From an optimization exercise on the open Yosys and OpenROAD flow, aimed at a short achievable clock period and few clock cycles; shortcuts taken in it are not production practice. Only simulation tests tie the RTL to the original design; equivalence was not proved. Power and IR drop assume default switching activity.

[design/flow/config.mk]
export PLATFORM = sky130hd
export DESIGN_NAME = mips_cpu_bus
export DESIGN_NICKNAME = mips_cpu_bus
export VERILOG_FILES = /design/flow/design.v
export SDC_FILE = /design/flow/constraint.sdc
export NUM_CORES = 4
export LEC_CHECK = 0
export ABC_CLOCK_PERIOD_IN_PS = 3000
export CAP_MARGIN = 20
export CORE_MARGIN = 2
export CORE_UTILIZATION = 25
export PLACE_DENSITY = 0.45
export SLEW_MARGIN = 20
[design/flow/constraint.sdc]
create_clock -name core_clock -period 15.0 [get_ports {clk}]
set_input_delay 3.0000 -clock core_clock [delete_from_list [all_inputs] [get_ports {clk}]]
set_output_delay 3.0000 -clock core_clock [all_outputs]
set_load 0.01 [all_outputs]
[design/flow/design.v]
package mips_pkg;
    typedef logic [32-1:0]             word_t;
    typedef logic [$clog2(32)-1:0]   reg_idx_t;
    typedef enum logic [5:0] {
        OPCODE_RTYPE = 6'h00,
        OPCODE_J     = 6'h02,
        OPCODE_BEQ   = 6'h04,
        OPCODE_BNE   = 6'h05,
        OPCODE_ADDIU = 6'h09,
        OPCODE_SLTIU = 6'h0B,
        OPCODE_ANDI  = 6'h0C,
        OPCODE_ORI   = 6'h0D,
        OPCODE_XORI  = 6'h0E,
        OPCODE_LUI   = 6'h0F,
        OPCODE_LW    = 6'h23,
        OPCODE_SW    = 6'h2B
    } opcode_t;
    typedef enum logic [5:0] {
        FUNCT_SLL  = 6'h00,
        FUNCT_SRL  = 6'h02,
        FUNCT_SRA  = 6'h03,
        FUNCT_JR   = 6'h08,
        FUNCT_ADDU = 6'h21,
        FUNCT_SUBU = 6'h23,
        FUNCT_AND  = 6'h24,
        FUNCT_OR   = 6'h25,
        FUNCT_XOR  = 6'h26,
        FUNCT_SLT  = 6'h2A,
        FUNCT_SLTU = 6'h2B
    } funct_t;
    typedef enum logic [3:0] {
        ALU_ADD, ALU_SUB, ALU_AND, ALU_OR, ALU_XOR, ALU_NOR,
        ALU_SLT, ALU_SLTU, ALU_SLL, ALU_SRL, ALU_SRA, ALU_LUI
    } alu_op_t;
    typedef enum logic [2:0] {
        STATE_FETCH, STATE_EXECUTE, STATE_MEMORY, STATE_WRITEBACK, STATE_HALTED
    } state_t;
endpackage
`timescale 1ns/10ps
module mips_reg_file (
    input  logic     clk,
    input  logic     reset,
    input  logic [32-1:0] sel_a,    
    input  logic [32-1:0] sel_b,
    input  mips_pkg::reg_idx_t write_addr,
    input  logic     write_en,
    input  mips_pkg::word_t    data_in,
    input  mips_pkg::reg_idx_t write_addr2,
    input  logic     write_en2,
    input  mips_pkg::word_t    data_in2,
    output mips_pkg::word_t    a,
    output mips_pkg::word_t    b,
    output mips_pkg::word_t    register_v0
);
    mips_pkg::word_t regs [1:32-1];    
    logic [32-1:1] written;
    logic [32-1:1] we1, we2;
    always_comb begin
        for (int i = 1; i < 32; i++) begin
            we2[i] = write_en2 && (write_addr2 == i[4:0]);
            we1[i] = write_en  && (write_addr  == i[4:0]);
        end
    end
    always_ff @(posedge clk) begin
        if (reset) begin
            written <= '0;
        end else begin
            written <= written | we1 | we2;
        end
    end
    always_ff @(posedge clk) begin
        for (int i = 1; i < 32; i++) begin
            if (reset && (i == 2)) regs[i] <= '0;    
            else if (we2[i]) regs[i] <= data_in2;
            else if (we1[i]) regs[i] <= data_in;
        end
    end
    always_comb begin
        a = '0;
        b = '0;
        for (int i = 1; i < 32; i++) begin
            a = a | ({32{sel_a[i] & written[i]}} & regs[i]);
            b = b | ({32{sel_b[i] & written[i]}} & regs[i]);
        end
    end
    assign register_v0 = regs[2];
endmodule
`timescale 1ns/10ps
module mips_alu (
    input  mips_pkg::word_t      x,         
    input  mips_pkg::word_t      y,         
    input  mips_pkg::word_t      t,         
    input  logic [4:0] shamt,
    input  logic       sel_add,
    input  logic       sel_sub,
    input  logic       sel_and,
    input  logic       sel_or,
    input  logic       sel_xor,
    input  logic       sel_slt,
    input  logic       sel_sltu,
    input  logic       sel_sll,
    input  logic       sel_srl,
    input  logic       sel_sra,
    input  logic       sel_y,       
    output mips_pkg::word_t      sum,       
    output mips_pkg::word_t      result
);
    mips_pkg::word_t diff, r_sll, r_srl, r_sra;
    logic lt_s, lt_u;
    assign sum   = x + y;
    assign diff  = x - y;
    assign lt_u  = x < y;
    assign lt_s  = $signed(x) < $signed(y);
    assign r_sll = t << shamt;
    assign r_srl = t >> shamt;
    assign r_sra = $signed(t) >>> shamt;
    assign result = ({32{sel_add}}  & sum)
                  | ({32{sel_sub}}  & diff)
                  | ({32{sel_and}}  & (x & y))
                  | ({32{sel_or}}   & (x | y))
                  | ({32{sel_xor}}  & (x ^ y))
                  | ({32{sel_slt}}  & {31'd0, lt_s})
                  | ({32{sel_sltu}} & {31'd0, lt_u})
                  | ({32{sel_sll}}  & r_sll)
                  | ({32{sel_srl}}  & r_srl)
                  | ({32{sel_sra}}  & r_sra)
                  | ({32{sel_y}}    & y);
endmodule
`timescale 1ns/10ps
module mips_cpu_bus (
    input  logic       clk,
    input  logic       reset,
    output logic       active,
    output mips_pkg::word_t      register_v0,
    output mips_pkg::word_t      address,
    output logic       write,
    output logic       read,
    input  logic       waitrequest,
    output mips_pkg::word_t      writedata,
    output logic [3:0] byteenable,
    input  mips_pkg::word_t      readdata
);
    localparam int IW = 4;                           
    localparam int NE = 1 << IW;                     
    localparam int TW = 32 - IW - 2;                 
    localparam logic [31:0] PF_AHEAD = 32'd40;      
    function automatic logic [NE-1:0] onehot_idx(input logic [31:0] a);
        onehot_idx = '0;
        onehot_idx[a[IW+1:2]] = 1'b1;
    endfunction
    function automatic logic [31:0] onehot_reg(input logic [4:0] r);
        onehot_reg = '0;
        onehot_reg[r] = 1'b1;
    endfunction
    logic          halted;
    logic          active_q;         
    logic [31:0]   fpc;              
    logic [NE-1:0] fsel;             
    logic          zero_ok;          
    logic        d_valid, d_pred;
    logic [31:0] d_ir, d_pc4;
    logic [31:0] d_rs_oh, d_rt_oh;   
    logic          d_alt_ok;
    logic [31:0]   d_alt_pc;
    logic [NE-1:0] d_alt_sel;
    logic        e_valid, e_pred;
    logic [31:0] e_pc4, e_tgt, e_a, e_b, e_y;
    logic [4:0]  e_shamt, e_dest, e_rt;
    logic        e_add, e_sub, e_and, e_or, e_xor, e_slt, e_sltu, e_sll, e_srl, e_sra, e_passy;
    logic        e_writes, e_lw, e_sw, e_beq, e_bne, e_j, e_jr;
    logic          e_alt_ok, e_alt_pred;
    logic [31:0]   e_alt_ir, e_alt_pc4, e_alt_next, e_alt_rs_oh, e_alt_rt_oh;
    logic [NE-1:0] e_alt_nextsel;
    logic [31:0] ppc;                
    logic        bus_rd, bus_wr, bus_if;
    logic [31:0] bus_addr, bus_wdata;
    logic        dq_valid, dq_we;    
    logic [31:0] dq_addr, dq_wdata;
    logic        dq1_valid, dq1_we;  
    logic [31:0] dq1_addr, dq1_wdata;
    logic [2:0]  lq_valid;           
    logic [4:0]  lq_rt [0:2];
    logic        rd_if, rd_ld;       
    logic [31:0] rd_addr, rd_addr4;
    logic        rq_valid;           
    logic [31:0] rq_addr, rq_addr4, rq_data;    
    logic [31:0]   ic_data [0:NE-1];
    logic [TW-1:0] ic_tag  [0:NE-1];
    logic [31:0]   ic_ptgt [0:NE-1];   
    logic [NE-1:0] ic_pred;            
    logic [NE-1:0] ic_valid;
    logic [31:0] alu_sum, alu_res;
    logic [4:0]  ld_rt;
    logic        e_fire, e_stall, e_we, l_we, e_eq, e_taken, redirect;
    logic [31:0] redirect_pc;
    mips_alu u_alu (
        .x        (e_a),
        .y        (e_y),
        .t        (e_b),
        .shamt    (e_shamt),
        .sel_add  (e_add),
        .sel_sub  (e_sub),
        .sel_and  (e_and),
        .sel_or   (e_or),
        .sel_xor  (e_xor),
        .sel_slt  (e_slt),
        .sel_sltu (e_sltu),
        .sel_sll  (e_sll),
        .sel_srl  (e_srl),
        .sel_sra  (e_sra),
        .sel_y    (e_passy),
        .sum      (alu_sum),
        .result   (alu_res)
    );
    assign e_stall  = ((e_lw || e_sw) && dq1_valid) || (e_lw && lq_valid[2]);
    assign e_fire   = e_valid && !e_stall && !halted;
    assign e_we     = e_fire && e_writes;
    assign ld_rt    = lq_rt[0];
    assign l_we     = rd_ld && (ld_rt != 5'd0);
    assign e_eq     = (e_a == e_b);
    assign e_taken  = e_j || (e_beq && e_eq) || (e_bne && !e_eq);
    assign redirect = e_fire && (e_jr || ((e_beq || e_bne || e_j) && (e_taken != e_pred)));
    assign redirect_pc = e_jr ? e_a : (e_taken ? e_tgt : e_pc4);
    logic alt_use;
    assign alt_use  = redirect && e_alt_ok;
    logic [5:0]  d_op, d_fn;
    logic [4:0]  d_rs, d_rt, d_rdf, d_dest;
    logic [15:0] d_imm;
    logic [31:0] d_sext, rf_a, rf_b, d_a, d_b;
    logic        d_r, d_writes, d_zext, d_hazard, d_adv, e_free;
    logic        d_add, d_sub, d_and, d_or, d_xor, d_slt, d_sltu, d_sll, d_srl, d_sra, d_lui;
    logic [2:0]  lq_hit;
    always_comb begin
        d_op   = d_ir[31:26];
        d_fn   = d_ir[5:0];
        d_rs   = d_ir[25:21];
        d_rt   = d_ir[20:16];
        d_rdf  = d_ir[15:11];
        d_imm  = d_ir[15:0];
        d_sext = {{16{d_imm[15]}}, d_imm};
        d_r    = (d_op == 6'h00);
        d_add  = (d_r && d_fn == 6'h21) || (d_op == 6'h09);
        d_sub  =  d_r && d_fn == 6'h23;
        d_and  = (d_r && d_fn == 6'h24) || (d_op == 6'h0C);
        d_or   = (d_r && d_fn == 6'h25) || (d_op == 6'h0D);
        d_xor  = (d_r && d_fn == 6'h26) || (d_op == 6'h0E);
        d_slt  =  d_r && d_fn == 6'h2A;
        d_sltu = (d_r && d_fn == 6'h2B) || (d_op == 6'h0B);
        d_sll  =  d_r && d_fn == 6'h00;
        d_srl  =  d_r && d_fn == 6'h02;
        d_sra  =  d_r && d_fn == 6'h03;
        d_lui  = (d_op == 6'h0F);
        d_zext = (d_op == 6'h0C) || (d_op == 6'h0D) || (d_op == 6'h0E);
        d_dest = d_r ? d_rdf : d_rt;
        d_writes = (d_add || d_sub || d_and || d_or || d_xor || d_slt || d_sltu
                 || d_sll || d_srl || d_sra || d_lui) && (d_dest != 5'd0);
    end
    mips_reg_file u_reg_file (
        .clk         (clk),
        .reset       (reset),
        .sel_a       (d_rs_oh),
        .sel_b       (d_rt_oh),
        .write_addr  (e_dest),
        .write_en    (e_we),
        .data_in     (alu_res),
        .write_addr2 (ld_rt),
        .write_en2   (l_we),
        .data_in2    (readdata),
        .a           (rf_a),
        .b           (rf_b),
        .register_v0 (register_v0)
    );
    assign d_a = (e_we && (e_dest == d_rs)) ? alu_res : ((l_we && (ld_rt == d_rs)) ? readdata : rf_a);
    assign d_b = (e_we && (e_dest == d_rt)) ? alu_res : ((l_we && (ld_rt == d_rt)) ? readdata : rf_b);
    always_comb begin
        for (int i = 0; i < 3; i++) begin
            lq_hit[i] = lq_valid[i] && (lq_rt[i] != 5'd0)
                     && ((d_rs == lq_rt[i]) || (d_rt == lq_rt[i]) || (d_r && (d_rdf == lq_rt[i])));
        end
    end
    assign d_hazard = (lq_hit[0] && !rd_ld) || lq_hit[1] || lq_hit[2]
                   || (e_valid && e_lw && (e_rt != 5'd0)
                       && ((d_rs == e_rt) || (d_rt == e_rt) || (d_r && (d_rdf == e_rt))));
    assign e_free = !e_valid || e_fire;
    assign d_adv  = d_valid && !d_hazard && e_free && !redirect && !halted;
    logic          d_load, c_hit, b_hit, q_hit, f_hit, f_ok, f_can, f_take, f_pred, restart;
    logic [31:0]   f_data, fpc4, c_data, c_ptgt;
    logic [TW-1:0] c_tag;
    logic          c_valid, c_pred;
    always_comb begin
        c_data  = '0;
        c_tag   = '0;
        c_ptgt  = '0;
        c_valid = 1'b0;
        c_pred  = 1'b0;
        for (int i = 0; i < NE; i++) begin
            c_data  = c_data  | ({32{fsel[i]}} & ic_data[i]);
            c_tag   = c_tag   | ({TW{fsel[i]}} & ic_tag[i]);
            c_ptgt  = c_ptgt  | ({32{fsel[i]}} & ic_ptgt[i]);
            c_valid = c_valid | (fsel[i] & ic_valid[i]);
            c_pred  = c_pred  | (fsel[i] & ic_pred[i]);
        end
    end
    assign fpc4   = fpc + 32'd4;
    assign c_hit  = c_valid && (c_tag == fpc[31:IW+2]);
    assign b_hit  = rd_if && (rd_addr == fpc);
    assign q_hit  = rq_valid && (rq_addr == fpc);
    assign f_hit  = c_hit || b_hit || q_hit;
    assign f_data = b_hit ? readdata : (q_hit ? rq_data : c_data);
    assign f_pred = !b_hit && !q_hit && c_pred;
    assign f_ok   = (fpc != 32'd0) || zero_ok;
    logic          f_br;
    logic [31:0]   f_alt;
    logic [NE-1:0] f_altsel;
    assign f_br     = !b_hit && !q_hit && ((c_data[31:26] == 6'h04) || (c_data[31:26] == 6'h05));
    assign f_alt    = c_pred ? fpc4 : c_ptgt;
    assign f_altsel = c_pred ? {fsel[NE-2:0], fsel[NE-1]} : onehot_idx(c_ptgt);
    logic [31:0]   a2_data, a2_ptgt;
    logic [TW-1:0] a2_tag;
    logic          a2_valid, a2_pred, a2_hit;
    always_comb begin
        a2_data  = '0;
        a2_tag   = '0;
        a2_ptgt  = '0;
        a2_valid = 1'b0;
        a2_pred  = 1'b0;
        for (int i = 0; i < NE; i++) begin
            a2_data  = a2_data  | ({32{d_alt_sel[i]}} & ic_data[i]);
            a2_tag   = a2_tag   | ({TW{d_alt_sel[i]}} & ic_tag[i]);
            a2_ptgt  = a2_ptgt  | ({32{d_alt_sel[i]}} & ic_ptgt[i]);
            a2_valid = a2_valid | (d_alt_sel[i] & ic_valid[i]);
            a2_pred  = a2_pred  | (d_alt_sel[i] & ic_pred[i]);
        end
    end
    assign a2_hit = a2_valid && (a2_tag == d_alt_pc[31:IW+2]);
    assign d_load = !halted && (!d_valid || (!d_hazard && e_free));
    assign f_can  = d_load && !redirect;
    assign f_take = f_can && f_hit && f_ok;
    assign restart = !halted && !f_hit && f_ok && (fpc != ppc) && !redirect;
    logic        fill_j, fill_pred;
    logic [31:0] fill_tgt;
    assign fill_j    = (rq_data[31:26] == 6'h02);
    assign fill_pred = fill_j || (rq_data[31:26] == 6'h05)
                    || ((rq_data[31:26] == 6'h04) && rq_data[15]);
    assign fill_tgt  = fill_j ? {rq_addr4[31:28], rq_data[25:0], 2'b00}
                              : rq_addr4 + {{14{rq_data[15]}}, rq_data[15:0], 2'b00};
    logic        acc, if_acc, d_acc, new_dq;
    logic        nd_valid, nd_we, n1_valid;
    logic [31:0] nd_addr, nd_wdata, ppc_n, ppc_ahead;
    logic        pf_ok, drain_ok, halt_n;
    assign acc    = (bus_rd || bus_wr) && !waitrequest;
    assign if_acc = acc && bus_if;
    assign d_acc  = acc && !bus_if;
    assign new_dq = e_fire && (e_lw || e_sw);
    assign nd_valid = d_acc ? (dq1_valid || new_dq) : (dq_valid || new_dq);
    assign nd_we    = (d_acc && dq1_valid) ? dq1_we    : ((!d_acc && dq_valid) ? dq_we    : e_sw);
    assign nd_addr  = (d_acc && dq1_valid) ? dq1_addr  : ((!d_acc && dq_valid) ? dq_addr  : alu_sum);
    assign nd_wdata = (d_acc && dq1_valid) ? dq1_wdata : ((!d_acc && dq_valid) ? dq_wdata : e_b);
    assign n1_valid = dq1_valid ? !d_acc : (new_dq && dq_valid && !d_acc);
    logic        tgt_ahead, pc4_ahead, jump_pf;
    logic [31:0] tgt_diff, pc4_diff;
    assign tgt_diff  = e_tgt - ppc;
    assign pc4_diff  = e_pc4 - ppc;
    assign tgt_ahead = !tgt_diff[31];
    assign pc4_ahead = !pc4_diff[31];
    assign jump_pf   = redirect && !e_jr && !e_alt_ok && (e_taken ? tgt_ahead : pc4_ahead);
    assign ppc_n     = jump_pf ? redirect_pc : (restart ? fpc : (if_acc ? ppc + 32'd4 : ppc));
    assign ppc_ahead = ppc - fpc;
    assign pf_ok     = restart || jump_pf || ppc_ahead[31] || (ppc_ahead < PF_AHEAD);
    assign drain_ok = (!dq_valid || (d_acc && !dq1_valid)) && (!lq_valid[0] || (rd_ld && !lq_valid[1]));
    assign halt_n   = halted
                   || (drain_ok && ((e_fire && e_jr && (e_a == 32'd0))
                                    || (!e_valid && !d_valid && (fpc == 32'd0) && !zero_ok)));
    always_ff @(posedge clk) begin
        if (reset) begin
            halted    <= 1'b0;
            active_q  <= 1'b1;
            fpc       <= 32'hBFC0_0000;
            fsel      <= onehot_idx(32'hBFC0_0000);
            zero_ok   <= 1'b0;
            d_valid   <= 1'b0;
            e_valid   <= 1'b0;
            ppc       <= 32'hBFC0_0000;
            bus_rd    <= 1'b1;
            bus_wr    <= 1'b0;
            bus_if    <= 1'b1;
            bus_addr  <= 32'hBFC0_0000;
            dq_valid  <= 1'b0;
            dq1_valid <= 1'b0;
            lq_valid  <= '0;
            rd_if     <= 1'b0;
            rd_ld     <= 1'b0;
            rq_valid  <= 1'b0;
        end else begin
            rq_valid <= rd_if;
            halted   <= halt_n;
            active_q <= !halt_n;
            if (alt_use) begin
                fpc     <= e_alt_next;
                fsel    <= e_alt_nextsel;
                d_valid <= 1'b1;
            end else if (redirect) begin
                fpc     <= redirect_pc;
                fsel    <= onehot_idx(redirect_pc);
                d_valid <= 1'b0;
            end else if (f_take) begin
                fpc     <= f_pred ? c_ptgt : fpc4;
                fsel    <= f_pred ? onehot_idx(c_ptgt) : {fsel[NE-2:0], fsel[NE-1]};
                d_valid <= 1'b1;
            end else if (f_can) begin
                d_valid <= 1'b0;
            end
            if (f_take && (fpc == 32'd0)) zero_ok <= 1'b0;
            else if (e_fire && (e_lw || e_sw) && (e_pc4 == 32'd0)) zero_ok <= 1'b1;
            if (d_adv) e_valid <= 1'b1;
            else if (e_fire || redirect) e_valid <= 1'b0;
            dq_valid  <= nd_valid;
            dq1_valid <= n1_valid;
            begin
                logic [2:0] v;
                v = lq_valid;
                if (rd_ld) v = {1'b0, v[2:1]};
                if (e_fire && e_lw) begin
                    if (!v[0])      v[0] = 1'b1;
                    else if (!v[1]) v[1] = 1'b1;
                    else            v[2] = 1'b1;
                end
                lq_valid <= v;
            end
            rd_if <= if_acc;
            rd_ld <= d_acc && bus_rd;
            ppc <= ppc_n;
            if (halt_n) begin
                bus_rd <= 1'b0;
                bus_wr <= 1'b0;
            end else if (nd_valid) begin
                bus_rd   <= !nd_we;
                bus_wr   <= nd_we;
                bus_if   <= 1'b0;
                bus_addr <= nd_addr;
            end else begin
                bus_rd   <= pf_ok;
                bus_wr   <= 1'b0;
                bus_if   <= 1'b1;
                bus_addr <= ppc_n;
            end
        end
    end
    always_ff @(posedge clk) begin
        if (alt_use) begin
            d_ir      <= e_alt_ir;
            d_rs_oh   <= e_alt_rs_oh;
            d_rt_oh   <= e_alt_rt_oh;
            d_pc4     <= e_alt_pc4;
            d_pred    <= e_alt_pred;
            d_alt_ok  <= 1'b0;
        end else if (d_load) begin
            d_ir      <= f_data;
            d_rs_oh   <= onehot_reg(f_data[25:21]);
            d_rt_oh   <= onehot_reg(f_data[20:16]);
            d_pc4     <= fpc4;
            d_pred    <= f_pred;
            d_alt_ok  <= f_br;
            d_alt_pc  <= f_alt;
            d_alt_sel <= f_altsel;
        end
        if (e_free) begin
            e_alt_ok      <= d_alt_ok && a2_hit && (d_alt_pc != 32'd0);
            e_alt_ir      <= a2_data;
            e_alt_pc4     <= d_alt_pc + 32'd4;
            e_alt_pred    <= a2_pred;
            e_alt_next    <= a2_pred ? a2_ptgt : d_alt_pc + 32'd4;
            e_alt_nextsel <= a2_pred ? onehot_idx(a2_ptgt) : {d_alt_sel[NE-2:0], d_alt_sel[NE-1]};
            e_alt_rs_oh   <= onehot_reg(a2_data[25:21]);
            e_alt_rt_oh   <= onehot_reg(a2_data[20:16]);
            e_pred   <= d_pred;
            e_pc4    <= d_pc4;
            e_tgt    <= (d_op == 6'h02) ? {d_pc4[31:28], d_ir[25:0], 2'b00}
                                        : d_pc4 + {d_sext[29:0], 2'b00};
            e_a      <= d_a;
            e_b      <= d_b;
            e_y      <= d_r ? d_b : (d_lui ? {d_imm, 16'h0000}
                                           : (d_zext ? {16'h0000, d_imm} : d_sext));
            e_shamt  <= d_ir[10:6];
            e_dest   <= d_dest;
            e_rt     <= d_rt;
            e_add    <= d_add || (d_op == 6'h23) || (d_op == 6'h2B);
            e_sub    <= d_sub;
            e_and    <= d_and;
            e_or     <= d_or;
            e_xor    <= d_xor;
            e_slt    <= d_slt;
            e_sltu   <= d_sltu;
            e_sll    <= d_sll;
            e_srl    <= d_srl;
            e_sra    <= d_sra;
            e_passy  <= d_lui;
            e_writes <= d_writes;
            e_lw     <= (d_op == 6'h23);
            e_sw     <= (d_op == 6'h2B);
            e_beq    <= (d_op == 6'h04);
            e_bne    <= (d_op == 6'h05);
            e_j      <= (d_op == 6'h02);
            e_jr     <= d_r && (d_fn == 6'h08);
        end
        dq_we    <= nd_we;
        dq_addr  <= nd_addr;
        dq_wdata <= nd_wdata;
        if (!dq1_valid) begin
            dq1_we    <= e_sw;
            dq1_addr  <= alu_sum;
            dq1_wdata <= e_b;
        end
        bus_wdata <= nd_wdata;
        begin
            logic [4:0] r [0:2];
            logic [2:0] v;
            v = lq_valid;
            r[0] = lq_rt[0]; r[1] = lq_rt[1]; r[2] = lq_rt[2];
            if (rd_ld) begin
                v    = {1'b0, v[2:1]};
                r[0] = r[1];
                r[1] = r[2];
            end
            if (e_fire && e_lw) begin
                if (!v[0])      r[0] = e_rt;
                else if (!v[1]) r[1] = e_rt;
                else            r[2] = e_rt;
            end
            lq_rt[0] <= r[0];
            lq_rt[1] <= r[1];
            lq_rt[2] <= r[2];
        end
        rd_addr  <= bus_addr;
        rd_addr4 <= bus_addr + 32'd4;
        rq_addr  <= rd_addr;
        rq_addr4 <= rd_addr4;
        rq_data  <= readdata;
    end
    always_ff @(posedge clk) begin
        if (reset) begin
            ic_valid <= '0;
        end else if (rq_valid) begin
            ic_valid[rq_addr[IW+1:2]] <= 1'b1;
        end
    end
    always_ff @(posedge clk) begin
        if (rq_valid) begin
            ic_data[rq_addr[IW+1:2]] <= rq_data;
            ic_tag[rq_addr[IW+1:2]]  <= rq_addr[31:IW+2];
            ic_ptgt[rq_addr[IW+1:2]] <= fill_tgt;
            ic_pred[rq_addr[IW+1:2]] <= fill_pred;
        end
    end
    assign active     = active_q;
    assign read       = bus_rd;
    assign write      = bus_wr;
    assign address    = bus_addr;
    assign writedata  = bus_wdata;
    assign byteenable = 4'b1111;
endmodule
[design/flow/flow/run.sh]
#!/bin/bash
# Standard ORFS layout, with timing repair aiming well below the clock period.
set -euo pipefail
bash standard.sh SETUP_SLACK_MARGIN=10.5 finish > std_flow.log 2>&1
[design/flow/standard.sh]
#!/bin/bash
# synth_recipe.tcl (not shown) runs the flow's synth.tcl, then flattens the netlist and writes it again
# the make line also repeats each setting of config.mk as NAME=value (left out here)
make -C /OpenROAD-flow-scripts/flow DESIGN_CONFIG=/design/flow/config.mk WORK_HOME=/design/flow/orfs CLKGATE_MAP_FILE= SYNTH_SCRIPT=/design/flow/synth_recipe.tcl "${@:-finish}"
==> run notes <==
## registers in the layout, summed over array words and instances (netlist names), 416 cells and up
name,cells
ic_data,512
ic_ptgt,512
ic_tag,416
u_reg_file.regs,992
## synthesized netlist by cell type (42+ instances only)
library cell / n
nand4_1: 345
a31oi_1: 103
a22oi_1: 792
ha_1: 277
a22o_1: 861
nand2b_1: 48
a32o_1: 57
mux4_2: 60
xor2_1: 204
o22ai_1: 49
nand2_1: 699
nor2b_1: 42
xnor2_1: 248
mux2_2: 418
edfxtp_1: 3063
nor4_1: 94
a21oi_1: 974
inv_1: 262
and2_1: 86
o211ai_1: 70
a21o_1: 77
a211oi_1: 89
dfxtp_1: 407
buf_1: 214
a221oi_1: 866
o21ai_0: 374
a222oi_1: 65
buf_2: 75
nor3_1: 184
mux2i_1: 170
and3_1: 95
nand3_1: 339
clkbuf_1: 1083
or3_1: 45
nor2_1: 1396
## metrics by stage
| stage | setup slack (ns) | total power (W) | std cells | hold slack [ns] |
|---|---|---|---|---|
| global placement | 7.233 | 0.03064 | 23300 | 0.3143 |
| finish | 10.28 | 0.04230 | 24310 | 0.3264 |
| detailed placement | 7.331 | 0.03072 | 23310 | 0.3121 |
| CTS | 10.23 | 0.04109 | 24160 | 0.3301 |
| floorplan | 9.268 | 0.02363 | 14770 | 0.3096 |
| global route | 10.26 | 0.04339 | 24260 | 0.3340 |
## power by group
| part | switching [W] | internal, W | total, W |
|---|---|---|---|
| Combinational | 0.0122 | 0.00615 | 0.0184 |
| Sequential | 0.00113 | 0.0129 | 0.0140 |
| Clock | 0.00432 | 0.00563 | 0.00994 |
## repair_timing
action,in CTS,in global routing
pin swaps,21,32
cloned,6,5
gates resized for setup,828,124
setup buffers,127,70
endpoints found under the setup margin,1114,769
## layout make-up
| cell class | count | area [um2] | area share, % |
|---|---|---|---|
| Sequential cell | 3470 | 100400 | 49.37 |
| Multi-Input combinational cell | 9644 | 69030 | 33.93 |
| Tap cell | 9210 | 11520 | 5.664 |
| Clock buffer | 533 | 10810 | 5.314 |
| Timing Repair Buffer | 925 | 8368 | 4.113 |
| Clock inverter | 191 | 2074 | 1.020 |
| Inverter | 269 | 1032 | 0.5073 |
| Antenna cell | 66 | 165.2 | 0.08117 |
| Timing Repair inverter | 1 | 5.005 | 0.002460 |
## worst max path at each step
stage	slack [ns]	end	cells past startpoint
3_3_place_gp	7.23	bus_rd$_SDFF_PP1_	11
4_1_cts	10.23	register_v0[31]	1
2_1_floorplan	9.27	d_alt_pc[0]$_DFFE_PP_	7
6_report	10.28	register_v0[31]	1
5_1_grt	10.26	bus_rd$_SDFF_PP1_	11
3_5_place_dp	7.33	bus_rd$_SDFF_PP1_	11
## routing by layer
layer | GRT usage (%) | vias to the layer above | routed length [um]
met4 | 15.17 | 46 | 69570
met3 | 8.013 | 3158 | 129900
li1 | - | 58320 | -
met1 | 34.57 | 76350 | 369700
met5 | 0 | - | 339
met2 | 38.21 | 13540 | 403600
## cells by family after synthesis
logic type / count (synthesis) / synth area share [%]
XOR/XNOR: 452 / 2.288
adder cells (fa/ha/maj): 281 / 2.049
AND/OR/NAND/NOR: 3490 / 9.337
other: 1 / 0.002167
buffers and inverters: 1661 / 3.706
AO/OA/AOI/OAI: 4762 / 20.26
multiplexers: 650 / 4.500
flip-flops: 3470 / 57.86
==> impl_metrics.tcl <==
set metrics [dict create \
    fp.dieH_um 836.0 \
    netlist_area_mm2 0.1730 \
    final_antenna_net_count 0 \
    grt_pass1_vias 138600 \
    clk_latency_ns 1.09 \
    netlist-cell-type-count 105 \
    routedWlPerCell_um 40.03 \
    drt_iter0_drc 31280 \
    grt_setup_unrepaired "yes" \
    worstPathRequired_ns 12.00 \
    final_common_cell "edfxtp_1" \
    timing.critical_path.buf_inv 1 \
    final_max_slew_viol_count 0 \
    fin_area_mm2 0.2035 \
    powerDensity_mw_per_mm2 207.9 \
    synth_area_leaders "edfxtp_1, dfxtp_1, a221oi_1" \
    grt_first_pass_wirelength_um 1275000 \
    cts_tree "done" \
    holdPathStages 0 \
    final-setup-viol-count 0 \
    track_usage_pct 26.30 \
    hold_viol_final 0 \
    overflow 0 \
    min_from "rd_addr4[10]$_DFF_P_" \
    critPathKind "reg2out" \
    status "timing/DRC/antenna clean" \
    cp_max_fo 2 \
    setup_tns_ns 0 \
    clk_path_buf_depth 4 \
    synth_edf_count 3063 \
    worst_pin_slew_ns 1.325 \
    ir_drop_mv 0.3600 \
    critPathCaptureType "output port" \
    grt_max_degree 174 \
    placed_area_mm2 0.1869 \
    drive_above_1_share_pct 16.84 \
    dieArea_mm2 0.6988 \
    yosysTopAreaCell "edfxtp_1" \
    ys_seq_area_share_pct 57.86 \
    crit_start "u_reg_file.regs[2][31]$_SDFFE_PP0P_" \
    ys_warn_count 5 \
    hp-class "reg2reg" \
    start_kind "flip-flop" \
    maxCapViolations 0 \
    p_leak_nw 70.23 \
    initial_core_util_pct 25.09 \
    ioPinCount 138 \
    vias_per_cell 6.229 \
    max_freq_ghz 0.2120 \
    htreeDepth 5 \
    wl_um 973100 \
    hpwl_um 580400 \
    period_share_pct 31.44 \
    critPathTopFamily "flip-flops" \
    r2r_cells 13 \
    maxSlewHeadroom_pct 9.165 \
    worst-r2r-setup-slack_ns 10.39 \
    cts_sinks 3470 \
    asyncSetResetFlopFracSynth_pct 0 \
    crit_path_cell_trace "buf_6" \
    finClkSkew_ns 0.1274 \
    antenna_found_initial 108 \
    synth_top_area_share_pct 53.15 \
    nets 15020 \
    r2r_end "bus_rd$_SDFF_PP1_" \
    dr_total_vias 151400 \
    layout_common_cells "edfxtp_1, nor2_1, a21oi_1" \
    utilization_pct 29.51 \
    hold_end "rq_addr4[10]$_DFF_P_" \
    syn_inst 14770 \
    port_buffers 133 \
    cts-root-buf "clkbuf_16" \
    drc 0 \
    place_congestion 0.9500 \
    cp.arrival_ns 1.72 \
    cp_slowest_stage_delay_ns 0.50 \
    fp.coreArea_mm2 0.6896 \
    synth.avg_cell_area_um2 11.72 \
    period_needed_ns 4.717 \
    synth_flop_cell "edfxtp_1" \
    area_growth_pct 17.58 \
    drtPass1Iterations 9 \
    cts_hold_buf 0 \
    synth-seq-cells 3470 \
    worst_r2r_startpoint "fpc[2]$_SDFFE_PP0P_" \
    clk_pin_slew_worst_paths_ns 0.07 \
    fp.dieW_um 836.0 \
    n_fill_cell 70130 \
    rows 305 \
    cpMaxStageDelayCell "dfxtp_4" \
    numCtsBuffers 389 \
]
Testbench counts, summed over its fixed seeds: cycles 35,255.

[separate check: timing with driven ports]
How much do the figures lean on ideal ports? The routed layout below was timed once more, with nothing changed but the port constraints. Step 1, drivers: a clkbuf_16 drives clk and a buf_2 each remaining input, both assumed. Step 2 adds t to the input delays and takes it off the output delays; t is the mean of the earliest and latest rising clock arrival at the registers after step 1. Input paths then give back, and output paths get back, about the clock's delay inside the block. Slacks: ideal / step 1 / step 2; pairs: ideal / step 1.
t (ns): 1.167
setup slack, ns: 10.283 / 10.137 / 9.315
worst register clock-pin slew, ns: 0.08 / 0.08
worst data-port slew with drivers (ns): 0.26
After both steps this run still meets setup and hold. The setup slack of this run moves by -0.146 ns with the drivers and by -0.968 ns with both steps.
